What follows belongs to an exercise in optimizing a design on an open flow for small area; a production flow would make more cautious choices. Function was checked by simulation only, so behaviour that the tests miss may differ from the original. Power figures rest on the tool's default switching activity, not on a simulated workload.

Setup of run 1:
## agc_stream
module agc_stream #(
  parameter int          WIN_LOG2 = 10,
  parameter logic [15:0] GAIN_MIN = 16'h0010,
  parameter logic [15:0] GAIN_MAX = 16'h4000
) (
  input  logic        clk,
  input  logic        reset_n,
  input  logic        ce,
  input  logic [31:0] tdata_s,
  input  logic        tvalid_s,
  output logic        tready_s,
  output logic [31:0] tdata_m,
  output logic        tvalid_m,
  input  logic        tready_m,
  input  logic [31:0] haddr_s,
  input  logic [2:0]  hburst_s,
  input  logic [2:0]  hsize_s,
  input  logic [1:0]  htrans_s,
  input  logic [31:0] hwdata_s,
  input  logic        hwrite_s,
  input  logic        hsel_s,
  output logic [31:0] hrdata_s,
  output logic        hreadyout_s,
  output logic        hresp_s,
  output logic        irq
);
  localparam logic [2:0] A_CTRL = 3'd0;
  localparam logic [2:0] A_TGT  = 3'd1;
  localparam logic [2:0] A_HYST = 3'd2;
  localparam logic [2:0] A_STEP = 3'd3;
  localparam logic [2:0] A_MAN  = 3'd4;
  localparam logic [2:0] A_CUR  = 3'd5;
  localparam logic [2:0] A_PEAK = 3'd6;
  localparam logic [2:0] A_SAT  = 3'd7;
  function automatic logic carry16(input logic [15:0] a, input logic [15:0] b,
                                   input logic cin);
    logic c;
    integer i;
    c = cin;
    for (i = 0; i < 16; i = i + 1) c = (a[i] & b[i]) | ((a[i] | b[i]) & c);
    carry16 = c;
  endfunction
  function automatic logic [16:0] add16(input logic [15:0] a, input logic [15:0] b,
                                        input logic cin);
    logic c;
    logic [16:0] s;
    integer i;
    c = cin;
    for (i = 0; i < 16; i = i + 1) begin
      s[i] = a[i] ^ b[i] ^ c;
      c = (a[i] & b[i]) | (a[i] & c) | (b[i] & c);
    end
    s[16] = c;
    add16 = s;
  endfunction
  genvar gi;
  logic [2:0]  r_addr;
  logic        r_wr;
  logic [1:0]  r_ctrl;
  logic [15:0] r_target;
  logic [15:0] r_hyst;
  logic [15:0] r_step;
  logic [15:0] r_man;
  logic [15:0] r_gain;
  logic [15:0] r_last_key;     
  logic [15:0] r_peak;         
  logic [31:0] r_sat;
  logic [WIN_LOG2-1:0] r_cnt;
  logic        r_win_end;
  logic        r_irq;
  logic        r_tvalid;
  logic [31:0] r_tdata;
  logic        w_wr_ctrl;
  logic        w_wr_tgt;
  logic        w_wr_hyst;
  logic        w_wr_step;
  logic        w_wr_man;
  ...
Size in the first run: ~0.024 mm² of cells after synthesis.
==> flow/config.mk <==
export PLATFORM = sky130hd
export DESIGN_NAME = agc_stream
export DESIGN_NICKNAME = agc_stream
export VERILOG_FILES = /design/flow/design.v
export SDC_FILE = /design/flow/constraint.sdc
export NUM_CORES = 4
export LEC_CHECK = 0
export CAP_MARGIN = 10
export CORE_MARGIN = 2
export CORE_UTILIZATION = 55
export SLEW_MARGIN = 10
export SYNTH_HIERARCHICAL = 1
==> flow/constraint.sdc <==
create_clock -name core_clock -period 9.0 [get_ports {clk}]
set_input_delay 1.8000 -clock core_clock [delete_from_list [all_inputs] [get_ports {clk}]]
set_output_delay 1.8000 -clock core_clock [all_outputs]
set_load 0.01 [all_outputs]
standard.sh (not shown) runs the stock make flow with config.mk's settings and CLKGATE_MAP_FILE= SYNTH_SCRIPT=/design/flow/synth_recipe.tcl, a recipe that flattens the netlist after the stock synthesis.
==> flow/flow/run.sh <==
#!/bin/bash
# The standard layout (standard.sh), with plain buf_1 cells as the port buffers
# instead of the weakest-drive delay buffer that buffer_ports picks by default.
set -euo pipefail
export BUFFER_PORTS_ARGS="-buffer_cell sky130_fd_sc_hd__buf_1"
bash standard.sh > standard.log 2>&1
Run 1 has completed all stages; timing, DRC and antenna checks passed.
diff inputs: run 1 => run 2
# run 1
export LEC_CHECK = 0
export CAP_MARGIN = 10
export CORE_MARGIN = 2
export CORE_UTILIZATION = 55
export SLEW_MARGIN = 10
export SYNTH_HIERARCHICAL = 1
create_clock -name core_clock -period 9.0 [get_ports {clk}]
# run 2
export LEC_CHECK = 0
export CAP_MARGIN = 20
export CORE_MARGIN = 2
export CORE_UTILIZATION = 40
export SLEW_MARGIN = 20
export SYNTH_HIERARCHICAL = 1
create_clock -name core_clock -period 9.0 [get_ports {clk}]
==> flow/flow/run.sh <==
#!/bin/bash
# The standard layout (standard.sh), with two changes to how it sizes cells:
#  - plain buf_1 cells as the port buffers, instead of the weakest-drive delay
#    buffer that buffer_ports picks by default;
#  - RECOVER_POWER: after global routing, downsize gates on paths with slack.
set -euo pipefail
export BUFFER_PORTS_ARGS="-buffer_cell sky130_fd_sc_hd__buf_1"
export RECOVER_POWER=100
bash standard.sh > standard.log 2>&1
Results
- Layout checks on run 2: not met. Flow itself completed; violations: capacitance limit, slew limit.
- Run 1 ended with every stage complete and zero timing, DRC or antenna violations.
- Compared with run 1, in run 2 overall power consumption -0.73%, via count of the first global-routing pass rose about 0.7%.
- Run 2 vs. run 1: non-clock buffer count grew by about 4%, worst max-slew margin expressed relative to the limit shrank by 170 points, number of cells on the worst reg-to-reg path grew by about 4.3%.
- On number of hold-repair buffers added at the cts stage, run 1 and run 2 are neck and neck.
- Area: run 2 vs run 1 -> run 2 larger
- [compare] base=run 1 new=run 2: clock group share of total power has increased, worst slack at placement has decreased.
- reg -> reg as the classification of the worst setup path was reported by run 1, and in -> reg by run 2.
For run 3, these inputs were changed with respect to run 2:
# run 2
export LEC_CHECK = 0
export CAP_MARGIN = 20
export CORE_MARGIN = 2
export CORE_UTILIZATION = 40
export SLEW_MARGIN = 20
export SYNTH_HIERARCHICAL = 1
create_clock -name core_clock -period 9.0 [get_ports {clk}]
# run 3
export LEC_CHECK = 0
export CAP_MARGIN = 10
export CORE_MARGIN = 2
export CORE_UTILIZATION = 55
export CTS_BUF_LIST = sky130_fd_sc_hd__clkbuf_8
export SLEW_MARGIN = 10
export SYNTH_HIERARCHICAL = 1
create_clock -name core_clock -period 9.0 [get_ports {clk}]
==> flow/flow/run.sh <==
#!/bin/bash
# The standard layout (standard.sh), with plain buf_1 cells as the port buffers
# instead of the weakest-drive delay buffer that buffer_ports picks by default.
set -euo pipefail
export BUFFER_PORTS_ARGS="-buffer_cell sky130_fd_sc_hd__buf_1"
bash standard.sh > standard.log 2>&1
[summary]
- Both conditions hold for run 3: the flow ran to the end and the final layout passed the timing, DRC and antenna checks.
- The uppermost layer routed comes out met4 in one run and met5 in the other, namely in run 2 and run 3 respectively.
- Run 2 → run 3: core occupancy in the finished layout has increased; clock skew rose by 0.0033 ns; final critical-path share of the clock period fell by 3.6 points; starting density of the core up 15 points.
- Run 3 against run 2: arrival time of the worst setup path shrank by 0.07 ns; setup slack has increased; total number of tap cells now sits lower; post-synthesis sequential element count did not really move.
## Diff of input files: run 4 against run 3
# run 3
export LEC_CHECK = 0
export CAP_MARGIN = 10
export CORE_MARGIN = 2
export CORE_UTILIZATION = 55
export CTS_BUF_LIST = sky130_fd_sc_hd__clkbuf_8
export SLEW_MARGIN = 10
export SYNTH_HIERARCHICAL = 1
create_clock -name core_clock -period 9.0 [get_ports {clk}]
# run 4
export LEC_CHECK = 0
export CAP_MARGIN = 10
export CORE_MARGIN = 2
export CORE_UTILIZATION = 55
export SLEW_MARGIN = 10
export SYNTH_HIERARCHICAL = 1
create_clock -name core_clock -period 9.0 [get_ports {clk}]
==> flow/flow/run.sh <==
#!/bin/bash
# The standard layout (standard.sh) with two changes to cell sizing:
#  - after the standard synthesis, every combinational cell is set to its
#    smallest drive strength (flow/downsize.py); the layout's own repair steps
#    size cells up again where timing, slew or load need it;
#  - plain buf_1 cells as the port buffers, instead of the weakest-drive delay
#    buffer that buffer_ports picks by default.
set -euo pipefail
export BUFFER_PORTS_ARGS="-buffer_cell sky130_fd_sc_hd__buf_1"
bash standard.sh synth > synth.log 2>&1
R=orfs/results/$FLOW_PLATFORM/agc_stream/base
python3 flow/downsize.py "$FLOW_HOME/platforms/$FLOW_PLATFORM/lib/sky130_fd_sc_hd__tt_025C_1v80.lib" \
  $R/1_2_yosys.v > downsize.log 2>&1
bash standard.sh > standard.log 2>&1
==> flow/flow/downsize.py (new file) <==
#!/usr/bin/env python3
"""Replace every combinational cell of a synthesized netlist by the smallest
drive strength of the same cell (same pins, same function), leaving flip-flops
and clock cells alone.  The layout's repair steps size cells up again where
timing, slew or load need it.  Usage: downsize.py LIB NETLIST"""
import re, sys
lib, netf = sys.argv[1], sys.argv[2]
text = open(lib).read()
area = {}
for c in re.split(r'\n\s*cell\s*\(', text)[1:]:
    n = re.match(r'\s*"?([\w]+)"?', c).group(1)
    a = re.search(r'\barea\s*:\s*([\d.]+)', c)
    if a:
        area[n] = float(a.group(1))
skip = re.compile(r'__(df|edf|sdf|dl|clk|conb|tap|fill|decap|lpflow|probe)')
net = open(netf).read()
count = 0
out = []
for line in net.split('\n'):
    m = re.match(r'^(\s*)(sky130_fd_sc_hd__\w+)(\s+\S+\s*\(.*)$', line)
    if m:
        t = m.group(2)
        mm = re.match(r'(sky130_fd_sc_hd__\w+?)_(\d+)$', t)
        if mm and not skip.search(t):
            base = mm.group(1)
            for s in ('0', '1', '2'):
                cand = f'{base}_{s}'
                if cand in area and cand != t and area[cand] < area[t]:
                    line = m.group(1) + cand + m.group(3)
                    count += 1
                    break
    out.append(line)
open(netf, 'w').write('\n'.join(out))
print(f'downsize: {count} cells')
Findings:
- Taking run 3 as the reference, in run 4 post-layout total power shows an increase of about 3.4%, sequential cell count level, placed standard-cell area went down by about 0.9%, final setup slack of the worst path moved down.
- Uppermost signal routing layer after detailed routing: met5 -> run 3, met4 -> run 4
- Compared with run 3, run 4 shows a clock share of power that is 3.6 points higher.

---

agc_stream, a different RTL version from the one above (not shown whole).
Size: about 2800 cells after synthesis, about 200 flip-flops, about 180 I/O pins, about 25000 um^2 of cells after synthesis.
export LEC_CHECK = 0
export CAP_MARGIN = 20
export CORE_MARGIN = 2
export CORE_UTILIZATION = 40
export SLEW_MARGIN = 20
export SYNTH_HIERARCHICAL = 1
create_clock -name core_clock -period 9.0 [get_ports {clk}]
==> flow/flow/run.sh <==
#!/bin/bash
# The standard layout, with plain buf_1 cells (instead of the weakest-drive delay
# buffer that buffer_ports picks by default) as the port buffers.
set -euo pipefail
export BUFFER_PORTS_ARGS="-buffer_cell sky130_fd_sc_hd__buf_1"
bash standard.sh > standard.log 2>&1
Then changed:
==> flow/run.sh (new file) <==
#!/bin/bash
# synth_recipe.tcl (not shown) runs the flow's synth.tcl, then flattens the netlist and writes it again
# the make line also repeats each setting of config.mk as NAME=value (left out here)
make -C /OpenROAD-flow-scripts/flow DESIGN_CONFIG=/design/flow/config.mk WORK_HOME=/design/flow/orfs CLKGATE_MAP_FILE= SYNTH_SCRIPT=/design/flow/synth_recipe.tcl finish
removed: flow/flow/run.sh
removed: flow/standard.sh
Effect: Flip-flop and latch count stays the same. Critical path depth is lower by 3. Area after synthesis does not change. Worst setup slack is worse by 0.30 ns. Routed wire length stays flat. Global-route usage is lower by 0.22 points. Clock skew is higher by 0.012 ns. Design area is higher by 3.2%. Register-to-register slack is worse by 0.11 ns. Count of clock-buffer cells in the layout is unchanged. Power is lower by 0.51%.

-- separate check: timing with driven ports --
In the flow no input, the clock included, has a driving cell. The finished layouts below were timed again as built, in two steps.
Step 1 (the two cells are an assumption about what drives the block):
set clk [get_ports {clk}]
set_driving_cell -lib_cell sky130_fd_sc_hd__clkbuf_16 $clk
set_driving_cell -lib_cell sky130_fd_sc_hd__buf_2 [delete_from_list [all_inputs] $clk]
Step 2 also shifts input and output timing later by t, the mid clock arrival at the registers, as if the neighbouring blocks saw the same clock.
a / b / c = no drivers / after step 1 / after step 2; a / b = the first two.
run | t, ns | setup slack, ns | clock arrival spread, ns | worst data-port slew with drivers (ns) | cell pins on the clock port's net
run 1 | 0.552 | 1.050 / 1.050 / 0.673 | 0.020 / 0.020 | 0.10 | 1
run 2 | 0.549 | 0.700 / 0.738 / 0.189 | 0.023 / 0.022 | 0.09 | 1
run 3 | 0.621 | 1.022 / 1.022 / 0.694 | 0.021 / 0.021 | 0.10 | 1
run 4 | 0.546 | 0.593 / 0.510 / -0.036 | 0.011 / 0.010 | 0.13 | 1
the first run of note 2 | 0.559 | 1.290 / 1.271 / 0.711 | 0.025 / 0.025 | 0.12 | 1
the second run of note 2 | 0.547 | 0.993 / 1.024 / 0.477 | 0.035 / 0.034 | 0.10 | 1
Met with ideal ports but missed after step 2: setup timing in run 4. The setup slack of run 4, which loses most, moves by -0.083 ns with the drivers and by -0.629 ns with both steps.
